This is an optimization exercise on Yosys and OpenROAD, whose aim is small area, a short achievable clock period and few clock cycles per item, not a production implementation.
RTL that was checked went through simulation tests only; none was proved equivalent to the original.
No functional check of the RTL was part of run 3.
Power is estimated from default activity; no workload was simulated.

[flow/flow/run.sh]
#!/bin/bash
# Layout flow: the standard flow (standard.sh) with two changes after the
# standard synthesis, which runs unchanged:
#  - the port buffers that global placement inserts are plain sky130 buffers
#    (buf_1, resized later where timing needs it) instead of the delay buffer
#    that buffer_ports picks by default;
#  - the delay cells are not used by the placement, CTS and routing repairs,
#    so that a resized port or fanout buffer is a plain buffer.
# Each step's full output goes to its own log in this folder.
set -euo pipefail
bash standard.sh synth > synth.log 2>&1
export BUFFER_PORTS_ARGS="-buffer_cell sky130_fd_sc_hd__buf_1"
DLY=""
for c in clkdlybuf4s15_1 clkdlybuf4s15_2 clkdlybuf4s18_1 clkdlybuf4s18_2 \
         clkdlybuf4s25_1 clkdlybuf4s25_2 clkdlybuf4s50_1 clkdlybuf4s50_2 \
         dlygate4sd1_1 dlygate4sd2_1 dlygate4sd3_1 \
         dlymetal6s2s_1 dlymetal6s4s_1 dlymetal6s6s_1; do
  DLY="$DLY sky130_fd_sc_hd__$c"
done
export DONT_USE_CELLS="$DLY"
bash standard.sh finish > finish.log 2>&1
[flow/standard.sh]
#!/bin/bash
# synth_recipe.tcl (not shown) runs the flow's synth.tcl, then flattens the netlist and writes it again
# the make line also repeats each setting of config.mk as NAME=value (left out here)
make -C /OpenROAD-flow-scripts/flow DESIGN_CONFIG=/design/flow/config.mk WORK_HOME=/design/flow/orfs CLKGATE_MAP_FILE= SYNTH_SCRIPT=/design/flow/synth_recipe.tcl "${@:-finish}"
[flow/config.mk]
export PLATFORM = sky130hd
export DESIGN_NAME = wildcard_byte_pattern_scan
export DESIGN_NICKNAME = wildcard_byte_pattern_scan
export VERILOG_FILES = /design/flow/design.v
export SDC_FILE = /design/flow/constraint.sdc
export NUM_CORES = 4
export LEC_CHECK = 0
export CAP_MARGIN = 20
export CORE_MARGIN = 2
export CORE_UTILIZATION = 40
export CTS_BUF_LIST = sky130_fd_sc_hd__clkbuf_4 sky130_fd_sc_hd__clkbuf_8 sky130_fd_sc_hd__clkbuf_16
export CTS_CLUSTER_DIAMETER = 80
export CTS_CLUSTER_SIZE = 20
export SETUP_SLACK_MARGIN = 3.75
export SLEW_MARGIN = 20
[flow/constraint.sdc]
create_clock -name core_clock -period 6.0 [get_ports {clk}]
set_input_delay 1.2000 -clock core_clock [delete_from_list [all_inputs] [get_ports {clk}]]
set_output_delay 1.2000 -clock core_clock [all_outputs]
set_load 0.01 [all_outputs]
[flow/design.v]
`default_nettype none
package wbps_pkg;
    typedef struct packed {
        logic [7:0] data_byte;
        logic       last;
    } item_beat_t;
    typedef struct packed {
        logic        found;
        logic [31:0] match_offset;
    } result_beat_t;
endpackage
`default_nettype wire
`default_nettype none
module wildcard_byte_pattern_scan
(
    input  wire logic          clk,
    input  wire logic          rst_n,
    input  wire logic          cfg_write,
    input  wire logic [1:0]    cfg_index,
    input  wire logic [63:0]   cfg_data,
    input  wire logic          item_valid,
    output logic               item_ready,
    input  wire logic [8:0]    item_in,
    output logic               result_valid,
    input  wire logic          result_ready,
    output logic [32:0]        result_out
);
    logic [63:0] pat_lo_reg;
    logic [63:0] pat_hi_reg;
    logic [15:0] care_reg;
    logic        lo_written_reg;
    logic        hi_written_reg;
    logic        care_written_reg;
    logic [3:0]  lm1_reg;            
    always_ff @(posedge clk)
    begin
        if (cfg_write && cfg_index == 2'd0) pat_lo_reg <= cfg_data;
        if (cfg_write && cfg_index == 2'd1) pat_hi_reg <= cfg_data;
        if (cfg_write && cfg_index == 2'd2) care_reg   <= cfg_data[15:0];
    end
    always_ff @(posedge clk or negedge rst_n)
    begin
        if (!rst_n)
        begin
            lo_written_reg   <= 1'b0;
            hi_written_reg   <= 1'b0;
            care_written_reg <= 1'b0;
            lm1_reg          <= 4'd0;
        end
        else if (cfg_write)
        begin
            if (cfg_index == 2'd0) lo_written_reg   <= 1'b1;
            if (cfg_index == 2'd1) hi_written_reg   <= 1'b1;
            if (cfg_index == 2'd2) care_written_reg <= 1'b1;
            if (cfg_index == 2'd3)
            begin
                if (cfg_data[4:0] == 5'd0)
                    lm1_reg <= 4'd0;
                else if (cfg_data[4])
                    lm1_reg <= 4'd15;
                else
                    lm1_reg <= cfg_data[3:0] - 4'd1;
            end
        end
    end
    logic ready_reg;                 
    logic accept;
    assign item_ready = ready_reg;
    assign accept     = item_valid && ready_reg;
    logic [7:0]  b;
    logic [15:0] eq;
    logic        b_zero;
    assign b      = item_in[8:1];
    assign b_zero = (b == 8'd0);
    for (genvar j = 0; j < 16; j++)
    begin : g_cmp
        logic [7:0] sig;
        logic       written;
        assign sig     = (j < 8) ? pat_lo_reg[8*(j%8) +: 8] : pat_hi_reg[8*(j%8) +: 8];
        assign written = (j < 8) ? lo_written_reg : hi_written_reg;
        assign eq[j]   = (care_written_reg && !care_reg[j])
                      || (written ? (b == sig) : b_zero);
    end
    logic [15:0] p_reg;
    logic [3:0]  fill_reg;           
    logic        last_reg;           
    logic [15:0] p_keep;             
    logic [15:0] p_next;
    logic [15:0] len_sel;
    logic [3:0]  fill_eff;
    logic        tok_full;
    assign p_keep   = {p_reg[14:0] & {15{!last_reg}}, 1'b1};
    assign p_next   = eq & p_keep;
    assign fill_eff = last_reg ? 4'd0 : fill_reg;
    for (genvar j = 0; j < 16; j++)
    begin : g_sel
        assign len_sel[j] = (lm1_reg == 4'(j));
    end
    assign tok_full  = (fill_eff >= lm1_reg);
    always_ff @(posedge clk)
    begin
        if (accept)
        begin
            p_reg    <= p_next;
            fill_reg <= (fill_eff == 4'd15) ? 4'd15 : fill_eff + 4'd1;
        end
    end
    always_ff @(posedge clk or negedge rst_n)
    begin
        if (!rst_n)
            last_reg <= 1'b1;
        else if (accept)
            last_reg <= item_in[0];
    end
    logic       a_valid_reg;
    logic [3:0] a_tok_reg;
    logic       b_valid;
    logic [3:0] b_tok_reg;
    logic [3:0] new_tok;
    logic       out_valid_reg;
    logic       out_found_reg;
    logic       decide;
    logic       load_a;
    logic       fresh_reg;          
    logic       fresh_a;            
    logic       fresh_b;            
    logic       m_late;             
    logic       a_m;
    logic       b_m;
    assign new_tok = {1'b0, last_reg, item_in[0], tok_full};
    assign m_late  = |(p_reg & len_sel);
    assign fresh_a = fresh_reg && ready_reg;
    assign fresh_b = fresh_reg && !ready_reg;
    assign a_m     = fresh_a ? m_late : a_tok_reg[3];
    assign b_m     = fresh_b ? m_late : b_tok_reg[3];
    assign b_valid = !ready_reg;
    assign decide  = a_valid_reg && (!out_valid_reg || result_ready);
    assign load_a  = !a_valid_reg || decide;
    always_ff @(posedge clk)
    begin
        if (load_a)
            a_tok_reg <= b_valid ? {b_m, b_tok_reg[2:0]} : new_tok;
        else
            a_tok_reg[3] <= a_m;
        if (ready_reg)
            b_tok_reg <= new_tok;
        else
            b_tok_reg[3] <= b_m;
    end
    always_ff @(posedge clk or negedge rst_n)
    begin
        if (!rst_n)
        begin
            a_valid_reg <= 1'b0;
            ready_reg   <= 1'b1;
            fresh_reg   <= 1'b0;
        end
        else
        begin
            fresh_reg   <= accept;
            if (load_a) a_valid_reg <= b_valid || accept;
            ready_reg <= b_valid ? load_a : !(accept && !load_a);
        end
    end
    logic        a_match, a_first, a_last, a_full;
    logic        rep_reg;           
    logic        rep_eff;
    logic        match;
    logic        push;
    logic        nf_push;
    logic [31:0] off_reg;
    assign a_match = a_m;
    assign {a_first, a_last, a_full} = a_tok_reg[2:0];
    assign rep_eff = rep_reg && !a_first;
    assign match   = a_match && !rep_eff;
    assign nf_push = a_last && !rep_eff && !match;
    assign push    = match || nf_push;
    always_ff @(posedge clk)
    begin
        if (decide)
        begin
            rep_reg <= rep_eff || match;
            if (nf_push || (a_first && (match || !a_full)))
                off_reg <= 32'd0;
            else if (a_first)
                off_reg <= 32'd1;
            else if (!rep_eff && !match)
                off_reg <= a_full ? off_reg + 32'd1 : 32'd0;
            if (push)
                out_found_reg <= match;
        end
    end
    always_ff @(posedge clk or negedge rst_n)
    begin
        if (!rst_n)
            out_valid_reg <= 1'b0;
        else if (decide && push)
            out_valid_reg <= 1'b1;
        else if (result_ready)
            out_valid_reg <= 1'b0;
    end
    assign result_valid = out_valid_reg;
    assign result_out   = {out_found_reg, off_reg};
endmodule
`default_nettype wire
==> results of run 1 <==
## placed cells by master (no fill, tap or decap), types with 9 or more instances in the layout
cell       count
buf_1         82
buf_6         12
buf_12        11
xnor2_1       85
edfxtp_1     204
clkbuf_16     17
nand2_1       21
clkbuf_2      26
buf_4         74
inv_1         19
nand4_1       25
dfrtp_1        9
nand3_1       20
xor2_1        68
nor2_1        43
a31oi_1       15
nor3b_1       14
o21ai_0       20
## area by class of cell
class | count | area [sq um] | share of cell area [%]
flip-flops and latches | 218 | 6470 | 52.7
multi-input cells | 428 | 3440 | 28.0
repair buffers | 211 | 1440 | 11.7
clock buffers | 20 | 430 | 3.50
well taps | 324 | 405 | 3.30
inverters | 19 | 71.3 | 0.581
clock inverters | 2 | 17.5 | 0.143
## worst max-delay path by stage
stage	start	to	slack (ns)	depth (start not counted)
2_1_floorplan	cfg_write	pat_lo_reg[0]	2.70	1
3_3_place_gp	item_in[3]	p_reg[12]	2.85	6
3_5_place_dp	item_in[3]	p_reg[14]	2.82	7
4_1_cts	ready_reg	item_ready	3.66	1
5_1_grt	item_in[4]	p_reg[12]	3.59	7
6_report	item_in[4]	p_reg[8]	3.68	9
## stage by stage
step,util (%),setup WS [ns],total power [W]
floorplan,-,2.70,0.00236
finish,50.9,3.68,0.00376
CTS,48.4,3.66,0.00369
detailed placement,44.1,2.82,0.00252
global route,50.9,3.59,0.00391
global placement,44.1,2.85,0.00252
## power by group through the flow
stage	Clock, W	Sequential [W]	Combinational [W]
6_report	0.00100	0.00193	0.000818
5_1_grt	0.00108	0.00195	0.000886
4_1_cts	0.00103	0.00193	0.000727
3_5_place_dp	0	0.00202	0.000503
3_3_place_gp	0	0.00202	0.000499
2_1_floorplan	0	0.00200	0.000358
## worst max-delay path, stage by stage
cell     delay (ns)
buf_6          0.09
buf_12         0.12
buf_4          0.19
buf_12         0.15
xnor2_1        0.18
nand4_1        0.11
nor4_1         0.25
a31oi_1        0.13
nor3b_1        0.21
## logic make-up (layout without fill, tap and decap cells)
family                     Yosys count  in the layout  synth area share, %
xor gates and xnor gates           161            161                 14.4
and+or+nand+nor                    191            191                 10.7
buffers and inverters               48            252                 2.29
DFF                                218            218                 66.3
adders and majority gates            8              8                 1.03
muxes                               10             10                 1.60
AOI/OAI and AO/OA                   56             58                 3.67
## per-layer routing
metal,up-vias,track usage [%]
met2,155,28.7
met1,3114,23.9
li1,2924,-
met5,-,0
met3,29,2.52
met4,0,4.01
## timing repair
action	CTS	global route
buffers inserted	46	39
resized for setup	42	71
pin swaps	9	24
cloned	2	1
setup endpoints to repair	250	227
==> results.cfg, run 1 <==
[run_status]
status = finished clean

[power_and_ir_drop]
sw_frac_of_total_pct = 27.0
p_switching_w = 0.00101
p_clk_share_pct = 26.7
pwr_density_cell_nw_per_um2 = 306
p_leak_nw = 4.21
power.internal_w = 0.00274
peakVddDrop_v = 0.000195
comb_power_share_pct = 21.8
p_seq_share_pct = 51.5

[timing]
hold_viol_final = 0
slew_violations = 0
period_share_pct = 38.6
max_slew_margin_pct = 53.0
setup_viol = 0
period_needed_ns = 2.32
worst_clock_skew_ns = 0.0259
tns_ns = 0
fmax_mhz = 432
whs_ns = 0.537
rsz0062_at_grt = true
worstMarginPinSlew_ns = 0.704

[final_layout]
n_antenna_cell = 0
final_cell_area_sq_um = 12300
syn2layout_area_growth_pct = 25.8
nNetsFinal = 981
fin_cells = 1222
n_fill_cell = 2077
drive_gt1_share_pct = 23.7

[detailed_routing]
routed-wl-met3_um = 1000
num_vias = 6222
drcViolationCount = 0
ant_nets = 0
wl_met2_um = 11100
vias_per_cell = 5.09
first_pass_iters = 5
routed.top_layer = met4
drt-initial-drc-count = 445
wire_per_inst_um = 18.4
wirelength_um = 22500
wl_met1_um = 10000

[clocking]
clockBufferDepth = 3
clock_latency_ns = 0.48
path_clk_slew_ns = 0.08
numCtsBuffers = 15
cts_tree = yes
ctsHoldBuffers = 0
cts_sinks = 218
root_buffer = clkbuf_16
htreeDepth = 1

[critical_path]
arrival_ns = 2.63
crit_required_ns = 6.31
critPathKind = primary input to register
end_kind = register
worstRegToRegCells = 6
timing.rr.end = off_reg[12]
critical_path_peak_fanout = 7
cp-start-kind = primary input
rr_startpoint = lm1_reg[0]
r2r_slack_ns = 3.79

[global_route]
overflow = 0
grt_first_pass_wirelength_um = 34600
antenna_found_initial = 0
grt_max_degree = 66
grt.total_usage_pct = 17.2
grt_pass1_vias = 6095

[die]
dieWidth_um = 160
dieArea_sq_um = 25700
rows = 57
die_h_um = 160
fp.coreArea_sq_um = 24100
start_util_pct = 40.5
ios = 115

[synth]
synth_area_leaders = edfxtp_1 63%, xnor2_1 8.2%, xor2_1 6.3%
synth_area_sq_um = 9760
synth_top_area_share_pct = 62.8
yosysTopAreaCell = edfxtp_1
synthTopCellsByCount = 204 x edfxtp_1, 91 x xnor2_1, 70 x xor2_1
syn_inst = 692
ys_seq_elements = 218
yosysSeqAreaShare_pct = 66.3
synthFlopType = edfxtp_1
synth-edff-count = 204
synth_most_common_cell = edfxtp_1
yosysUniqueCellTypes = 51
synth_area_per_cell_sq_um = 14.1
async_flop_share_pct = 5.50
synth_nets = 780
ys_warn_count = 1

[placed_design]
dp_hpwl_um = 13900
portBuffers = 114
gp_congestion = 0.784
numPlacedInstances = 1112
placed_area_sq_um = 10600

[worst_hold_path]
worstHoldPathCells = 1
hold-path-endpoint = a_tok_reg[0]
hp-start = b_tok_reg[0]
hp-class = register to register

[job]
drv_cap = 0
Testbench counts, summed over its fixed seeds: cycles 112,139, bytes 110,795.
==> run 2, diff against run 1 <==
--- a/flow/config.mk
+++ b/flow/config.mk
@@ -12,4 +12,4 @@
 export CTS_CLUSTER_DIAMETER = 80
 export CTS_CLUSTER_SIZE = 20
-export SETUP_SLACK_MARGIN = 3.75
+export SETUP_SLACK_MARGIN = 3.5
 export SLEW_MARGIN = 20
==> results.cfg, run 2 <==
[timing]
max_slew_margin_pct = 39.5
slew_violations = 0
fmax_mhz = 412
worst_clock_skew_ns = 0.0306
rsz0062_at_grt = true
worstMarginPinSlew_ns = 0.902
period_needed_ns = 2.43
setup_viol = 0
tns_ns = 0
period_share_pct = 40.4
whs_ns = 0.534
hold_viol_final = 0

[power_and_ir_drop]
comb_power_share_pct = 15.7
peakVddDrop_v = 0.000212
p_switching_w = 0.000967
pwr_density_cell_nw_per_um2 = 319
p_seq_share_pct = 55.1
p_clk_share_pct = 29.2
sw_frac_of_total_pct = 26.9
p_leak_nw = 3.64
power.internal_w = 0.00262

[global_route]
grt_first_pass_wirelength_um = 33700
antenna_found_initial = 1
grt_pass1_vias = 5873
grt_max_degree = 66
grt.total_usage_pct = 16.9
overflow = 0

[job]
drv_cap = 0

[critical_path]
critical_path_peak_fanout = 11
end_kind = register
critPathKind = primary input to register
arrival_ns = 2.75
crit_required_ns = 6.32
cp-start-kind = primary input

[synth]
synth_area_leaders = edfxtp_1 63%, xnor2_1 8.2%, xor2_1 6.3%
yosysTopAreaCell = edfxtp_1
ys_warn_count = 1
async_flop_share_pct = 5.50
yosysSeqAreaShare_pct = 66.3
yosysUniqueCellTypes = 51
synth_nets = 780
ys_seq_elements = 218
syn_inst = 692
synth_most_common_cell = edfxtp_1
synth_area_per_cell_sq_um = 14.1
synth_top_area_share_pct = 62.8
synthTopCellsByCount = 204 x edfxtp_1, 91 x xnor2_1, 70 x xor2_1
synth-edff-count = 204
synthFlopType = edfxtp_1
synth_area_sq_um = 9760

[die]
ios = 115
fp.coreArea_sq_um = 24100
rows = 57
die_h_um = 160
dieWidth_um = 160
dieArea_sq_um = 25700
start_util_pct = 40.5

[detailed_routing]
first_pass_iters = 4
drcViolationCount = 0
routed-wl-met3_um = 997
wire_per_inst_um = 18.8
wirelength_um = 21600
routed.top_layer = met5
ant_nets = 0
wl_met1_um = 9670
num_vias = 5862
wl_met2_um = 10300
vias_per_cell = 5.10
drt-initial-drc-count = 380

[run_status]
status = finished clean

[placed_design]
dp_hpwl_um = 14000
portBuffers = 114
gp_congestion = 0.769

[worst_hold_path]
hp-class = register to register

[clocking]
numCtsBuffers = 15
cts_sinks = 218
htreeDepth = 1
clock_latency_ns = 0.50
clockBufferDepth = 3
cts_tree = yes
root_buffer = clkbuf_16
path_clk_slew_ns = 0.08

[final_layout]
n_antenna_cell = 0
drive_gt1_share_pct = 10.1
nNetsFinal = 904
n_fill_cell = 2183
syn2layout_area_growth_pct = 15.4
final_common_cell = edfxtp_1
layout_common_cells = 204 x edfxtp_1, 111 x buf_1, 91 x xnor2_1, 70 x xor2_1, 44 x nor2_1
-- run 2: cells by family after synthesis --
family	share of synthesized area [%]
compound gates	3.67
xor+xnor	14.4
fa+ha+maj	1.03
buf+inv	2.29
flops	66.3
mux	1.60
simple gates	10.7
-- run 2: final cells by class --
class	count	area, sq um	share of cell area (%)
Timing Repair Buffer	134	623	5.53
Tap cell	324	405	3.60
Multi-Input combinational cell	428	3200	28.4
Clock buffer	23	459	4.08
Inverter	19	71.3	0.633
Sequential cell	218	6470	57.5
Clock inverter	3	30.0	0.267
-- run 2: path summary, 6_finish.rpt --
check | from | endpoint | slack (ns) | cells past startpoint
setup / recovery | item_in[2] | p_reg[7] | 3.57 | 8
hold / removal | b_tok_reg[0] | a_tok_reg[0] | 0.53 | 1
setup reg to reg | lm1_reg[0] | off_reg[6] | 3.63 | 5
hold reg to reg | b_tok_reg[0] | a_tok_reg[0] | 0.53 | 1
max in group asynchronous | rst_n | lm1_reg[0] | 4.72 | 1
min in group asynchronous | rst_n | lo_written_reg | 0.75 | 1
-- run 2: critical path: stages --
cell      delay (ns)
buf_2           0.18
buf_4           0.24
nor4_1          0.38
nand3b_1        0.13
buf_4           0.18
o21ai_0         0.13
a31oi_1         0.10
nor3b_1         0.21
-- run 2: per-layer routing --
| metal | GRT usage, % | vias up |
|---|---|---|
| met1 | 22.7 | 2892 |
| met5 | 0 | - |
| li1 | - | 2776 |
| met2 | 28.2 | 151 |
| met4 | 5.20 | 2 |
| met3 | 2.96 | 41 |
-- run 2: power groups by stage --
stage / registers, W / clock network [W] / logic, W
finish: 0.00198 / 0.00105 / 0.000562
global route: 0.00200 / 0.00113 / 0.000621
CTS: 0.00198 / 0.00108 / 0.000563
detailed placement: 0.00202 / 0 / 0.000498
global placement: 0.00201 / 0 / 0.000493
floorplan: 0.00200 / 0 / 0.000340
-- run 2: through the flow --
| stage | setup slack (ns) | power [W] | util (%) | instances | instance area (sq um) |
|---|---|---|---|---|---|
| final | 3.57 | 0.00359 | 46.7 | 1149 | 11300 |
| after global routing | 3.48 | 0.00375 | 46.7 | 1149 | 11300 |
| after CTS | 3.50 | 0.00362 | 46.5 | 1147 | 11200 |
| after detailed placement | 2.74 | 0.00251 | 43.9 | 1112 | 10600 |
| after global placement | 2.70 | 0.00251 | 43.9 | 1112 | 10600 |
| after floorplan | 2.70 | 0.00234 | - | 692 | 9840 |
-- run 2: what timing repair did --
item / 4_1_cts / 5_1_grt
setup endpoints to repair: 80 / 86
setup buffers: 7 / 2
hold buffers: 0 / 0
cloned: 2 / 0
hold endpoints to repair: 0 / 0
gates resized for setup: 7 / 7
pin swaps: 4 / 2
==> run 3, diff against run 2 <==
--- a/flow/design.v
+++ b/flow/design.v
@@ -64,12 +64,25 @@
         end
     end
-    logic ready_reg;                 
-    logic accept;
+    logic       ready_reg;           
+    logic       accept;
+    logic       in_valid_reg;        
+    logic [8:0] in_item_reg;
     assign item_ready = ready_reg;
     assign accept     = item_valid && ready_reg;
+    always_ff @(posedge clk)
+    begin
+        in_item_reg <= item_in;
+    end
+    always_ff @(posedge clk or negedge rst_n)
+    begin
+        if (!rst_n)
+            in_valid_reg <= 1'b0;
+        else
+            in_valid_reg <= accept;
+    end
     logic [7:0]  b;
     logic [15:0] eq;
     logic        b_zero;
-    assign b      = item_in[8:1];
+    assign b      = in_item_reg[8:1];
     assign b_zero = (b == 8'd0);
     for (genvar j = 0; j < 16; j++)
@@ -90,4 +103,5 @@
     logic [3:0]  fill_eff;
     logic        tok_full;
+    logic        tok_match;
     assign p_keep   = {p_reg[14:0] & {15{!last_reg}}, 1'b1};
     assign p_next   = eq & p_keep;
@@ -98,7 +112,8 @@
     end
     assign tok_full  = (fill_eff >= lm1_reg);
-    always_ff @(posedge clk)
-    begin
-        if (accept)
+    assign tok_match = |(p_next & len_sel);
+    always_ff @(posedge clk)
+    begin
+        if (in_valid_reg)
         begin
             p_reg    <= p_next;
@@ -110,6 +125,6 @@
         if (!rst_n)
             last_reg <= 1'b1;
-        else if (accept)
-            last_reg <= item_in[0];
+        else if (in_valid_reg)
+            last_reg <= in_item_reg[0];
     end
     logic       a_valid_reg;
@@ -117,34 +132,24 @@
     logic       b_valid;
     logic [3:0] b_tok_reg;
+    logic       c_valid_reg;
+    logic [3:0] c_tok_reg;
     logic [3:0] new_tok;
     logic       out_valid_reg;
     logic       out_found_reg;
     logic       decide;
-    logic       load_a;
-    logic       fresh_reg;          
-    logic       fresh_a;            
-    logic       fresh_b;            
-    logic       m_late;             
-    logic       a_m;
-    logic       b_m;
-    assign new_tok = {1'b0, last_reg, item_in[0], tok_full};
-    assign m_late  = |(p_reg & len_sel);
-    assign fresh_a = fresh_reg && ready_reg;
-    assign fresh_b = fresh_reg && !ready_reg;
-    assign a_m     = fresh_a ? m_late : a_tok_reg[3];
-    assign b_m     = fresh_b ? m_late : b_tok_reg[3];
-    assign b_valid = !ready_reg;
-    assign decide  = a_valid_reg && (!out_valid_reg || result_ready);
-    assign load_a  = !a_valid_reg || decide;
-    always_ff @(posedge clk)
-    begin
-        if (load_a)
-            a_tok_reg <= b_valid ? {b_m, b_tok_reg[2:0]} : new_tok;
-        else
-            a_tok_reg[3] <= a_m;
-        if (ready_reg)
-            b_tok_reg <= new_tok;
-        else
-            b_tok_reg[3] <= b_m;
+    logic       a_keep_v, b_keep_v;
+    assign new_tok  = {tok_match, last_reg, in_item_reg[0], tok_full};
+    assign b_valid  = !ready_reg;
+    assign decide   = a_valid_reg && (!out_valid_reg || result_ready);
+    assign a_keep_v = decide ? b_valid : a_valid_reg;
+    assign b_keep_v = decide ? c_valid_reg : b_valid;
+    always_ff @(posedge clk)
+    begin
+        if (decide || !a_valid_reg)
+            a_tok_reg <= b_valid ? b_tok_reg : new_tok;
+        if (decide || !b_valid)
+            b_tok_reg <= c_valid_reg ? c_tok_reg : new_tok;
+        if (!c_valid_reg)
+            c_tok_reg <= new_tok;
     end
     always_ff @(posedge clk or negedge rst_n)
@@ -154,11 +159,12 @@
             a_valid_reg <= 1'b0;
             ready_reg   <= 1'b1;
-            fresh_reg   <= 1'b0;
+            c_valid_reg <= 1'b0;
         end
         else
         begin
-            fresh_reg   <= accept;
-            if (load_a) a_valid_reg <= b_valid || accept;
-            ready_reg <= b_valid ? load_a : !(accept && !load_a);
+            a_valid_reg <= a_keep_v || in_valid_reg;
+            ready_reg   <= !(b_keep_v || (a_keep_v && in_valid_reg));
+            c_valid_reg <= (decide ? 1'b0 : c_valid_reg)
+                        || (b_keep_v && in_valid_reg);
         end
     end
@@ -170,6 +176,5 @@
     logic        nf_push;
     logic [31:0] off_reg;
-    assign a_match = a_m;
-    assign {a_first, a_last, a_full} = a_tok_reg[2:0];
+    assign {a_match, a_first, a_last, a_full} = a_tok_reg;
     assign rep_eff = rep_reg && !a_first;
     assign match   = a_match && !rep_eff;
==> flow/flow/run.sh (replaced) <==
#!/bin/bash
# Layout flow: the standard flow (standard.sh), except that the port
# buffers that global placement inserts are plain sky130 buffers (buf_1,
# resized later where timing needs it) instead of the delay buffer that
# buffer_ports picks by default. Each step's full output goes to its own log.
set -euo pipefail
export BUFFER_PORTS_ARGS="-buffer_cell sky130_fd_sc_hd__buf_1"
bash standard.sh synth > synth.log 2>&1
bash standard.sh finish > finish.log 2>&1
--- a/flow/config.mk
+++ b/flow/config.mk
@@ -13,3 +13,3 @@
 export CTS_CLUSTER_SIZE = 20
 export SETUP_SLACK_MARGIN = 3.5
-export SLEW_MARGIN = 20
+export SLEW_MARGIN = 70
==> results.cfg, run 3 <==
[run_status]
status = finished clean

[critical_path]
cp_slowest_cell = dfstp_4
critPathKind = register to register
cp-start-kind = register
cp.buffers_inverters = 0
end_kind = register
crit_required_ns = 6.21
arrival_ns = 2.67
slowest_delay_ns = 0.68
worstPathCellList = and3b_1 -> nand3_2 -> nor4_1 -> or4_4 -> a2111oi_4 -> a31oi_1
critPathTopFamily = simple AND/OR/NAND/NOR gates
critical_path_peak_fanout = 7

[synth]
synthFlopType = edfxtp_1
synthAdderAreaFrac_pct = 0.970
yosys-mux-area-fraction_pct = 0.437
synthTopCellsByCount = 205 x edfxtp_1, 98 x xnor2_1, 53 x xor2_1
synth_top_area_share_pct = 59.7
synth_xor_xnor_area_share_pct = 12.8
synth_most_common_cell = edfxtp_1
async_flop_share_pct = 5.63
yosysTopAreaCell = edfxtp_1
synth_area_leaders = edfxtp_1 60%, xnor2_1 8.3%, xor2_1 4.5%
synth-edff-count = 205
ys_warn_count = 1
synth_nets = 859
yosysSeqAreaShare_pct = 65.4
synth_top_family_by_area = simple AND/OR/NAND/NOR gates
syn_inst = 771
synth_area_per_cell_sq_um = 13.4
synthSimpleGateAreaFrac_pct = 13.1
synth-compound-area-share_pct = 4.80
ys_seq_elements = 231
synth_area_sq_um = 10300
yosysUniqueCellTypes = 61

[global_route]
grt_first_pass_wirelength_um = 35000
antenna_found_initial = 0
grt_max_degree = 32
overflow = 0
grt_pass1_vias = 6222
grt.total_usage_pct = 16.9

[timing]
period_share_pct = 41.1
hold_viol_final = 0
slew_violations = 0
tns_ns = 0
period_needed_ns = 2.47
worstMarginPinSlew_ns = 0.479
setup_viol = 0
worst_clock_skew_ns = 0.0116
max_slew_margin_pct = 67.8
fin_ws_ns = 3.53
fmax_mhz = 405
rsz0062_at_grt = true

[final_layout]
layout_common_cells = 205 x edfxtp_1, 113 x buf_1, 98 x xnor2_1, 50 x xor2_1, 48 x nor2_1
nNetsFinal = 994
drive_gt1_share_pct = 12.7
syn2layout_area_growth_pct = 16.4
final_common_cell = edfxtp_1
n_antenna_cell = 0

[power_and_ir_drop]
peakVddDrop_v = 0.000212
p_leak_nw = 4.03
pwr_density_cell_nw_per_um2 = 353

[clocking]
numCtsBuffers = 15
htreeDepth = 1
root_buffer = clkbuf_16
cts_tree = yes
clock_latency_ns = 0.48
clockBufferDepth = 3
path_clk_slew_ns = 0.08
cts_sinks = 231

[detailed_routing]
wire_per_inst_um = 18.4
ant_nets = 0
wirelength_um = 22800
drcViolationCount = 0
num_vias = 6377
vias_per_cell = 5.13
first_pass_iters = 4
drt-initial-drc-count = 453

[die]
rows = 58
ios = 115
dieWidth_um = 165
die_h_um = 165
dieArea_sq_um = 27100
start_util_pct = 40.9
fp.coreArea_sq_um = 25300

[placed_design]
dpl_worst_slack_ns = 3.25
dp_hpwl_um = 15700
portBuffers = 114
gp_congestion = 0.872

[job]
drv_cap = 0

[worst_hold_path]
hp-class = register to register
[run 3: cell count changes after synthesis, sizes merged, moves of 9 or more]
cell / before / now
and3: 3 / 12
a21oi: 5 / 20
nand3: 20 / 34
xor2: 70 / 53
nand2: 24 / 47
nor3: 7 / 17
dfxtp: 2 / 13
a31oi: 15 / 6
[run 3: timing repair]
action,CTS,global route
setup buffers,3,14
pin swaps,1,9
endpoints found under the setup margin,4,2
hold buffers,0,0
resized for setup,4,31
[run 3: final timing paths]
kind,start,end,slack (ns),cells past startpoint
setup / recovery,last_reg,b_tok_reg[3],3.53,6
hold / removal,in_item_reg[0],last_reg,0.46,2
setup reg to reg,last_reg,b_tok_reg[3],3.53,6
hold reg to reg,in_item_reg[0],last_reg,0.46,2
max in group asynchronous,rst_n,last_reg,5.12,1
min in group asynchronous,rst_n,out_valid_reg,0.59,1
[run 3: kinds of logic (layout without fill, tap and decap cells)]
family,after synthesis,in the layout
flops,231,231
fa+ha+maj,8,8
xor+xnor,151,151
mux,4,4
simple gates,250,250
buf+inv,52,195
compound gates,75,75
[run 3: power by group]
group	total, W	leakage (nW)	internal (W)	switching, W
clock network	0.00105	0.236	0.000527	0.000526
registers	0.00233	2.18	0.00210	0.000231
logic	0.000856	1.62	0.000350	0.000506
[run 3: layout make-up]
| cell class | count | area, sq um |
|---|---|---|
| Clock buffer | 24 | 455 |
| Inverter | 22 | 82.6 |
| Fill cell | 2325 | 13200 |
| Tap cell | 330 | 413 |
| Timing Repair Buffer | 148 | 835 |
| Multi-Input combinational cell | 488 | 3450 |
| Sequential cell | 231 | 6760 |
| Clock inverter | 1 | 6.26 |
[run 3: worst register-to-register path: stages (launching register included)]
cell and delay, ns:
dfstp_4 0.68, and3b_1 0.24, nand3_2 0.12, nor4_1 0.06, or4_4 0.53, a2111oi_4 0.41
a31oi_1 0.16
[run 3: per-stage QoR]
step | cells | total power [W] | util, % | cell area (sq um) | hold WS, ns
after CTS | 1230 | 0.00425 | 46.6 | 11800 | 0.462
final | 1244 | 0.00424 | 47.6 | 12000 | 0.457
after floorplan | 771 | 0.00287 | - | 10400 | 0.412
after global placement | 1195 | 0.00313 | 44.0 | 11100 | 0.442
after global routing | 1244 | 0.00446 | 47.6 | 12000 | 0.486
after detailed placement | 1202 | 0.00319 | 44.6 | 11300 | 0.447
[run 3: layer usage]
| layer | up-vias | share of wire (%) | global-route usage (%) |
|---|---|---|---|
| met2 | 193 | 49 | 29.1 |
| met3 | 24 | 5.1 | 2.26 |
| met1 | 3100 | 44 | 22.4 |
| li1 | 3060 | - | - |
| met4 | 0 | 2.0 | 4.74 |
| met5 | - | 0 | 0 |

## separate check: timing with driven ports
How much do the figures lean on ideal ports? The routed layouts below were timed once more, with nothing changed but the port constraints.
Step 1 assumes that a clkbuf_16 drives the clock port and a buf_2 every other input.
Step 2, shift: input delay + t, output delay - t, t = (earliest + latest rising clock arrival at the registers) / 2. This alone moves slack from input paths to output paths.
Three values: no drivers, after step 1, after step 2; two values: the first two.
| run | t (ns) | setup WS [ns] | worst hold slack (ns) | pins driven straight from the clock port |
|---|---|---|---|---|
| run 1 | 0.513 | 3.684 / 3.641 / 3.184 | 0.537 / 0.537 / 0.537 | 1 |
| run 2 | 0.532 | 3.574 / 3.587 / 3.072 | 0.534 / 0.534 / 0.534 | 1 |
| run 3 | 0.527 | 3.531 / 3.531 / 3.258 | 0.457 / 0.457 / 0.457 | 1 |
After both steps setup and hold are still met in every run listed. For run 2, which loses most, drivers alone change the setup slack by +0.013 ns; drivers and shift together by -0.502 ns.
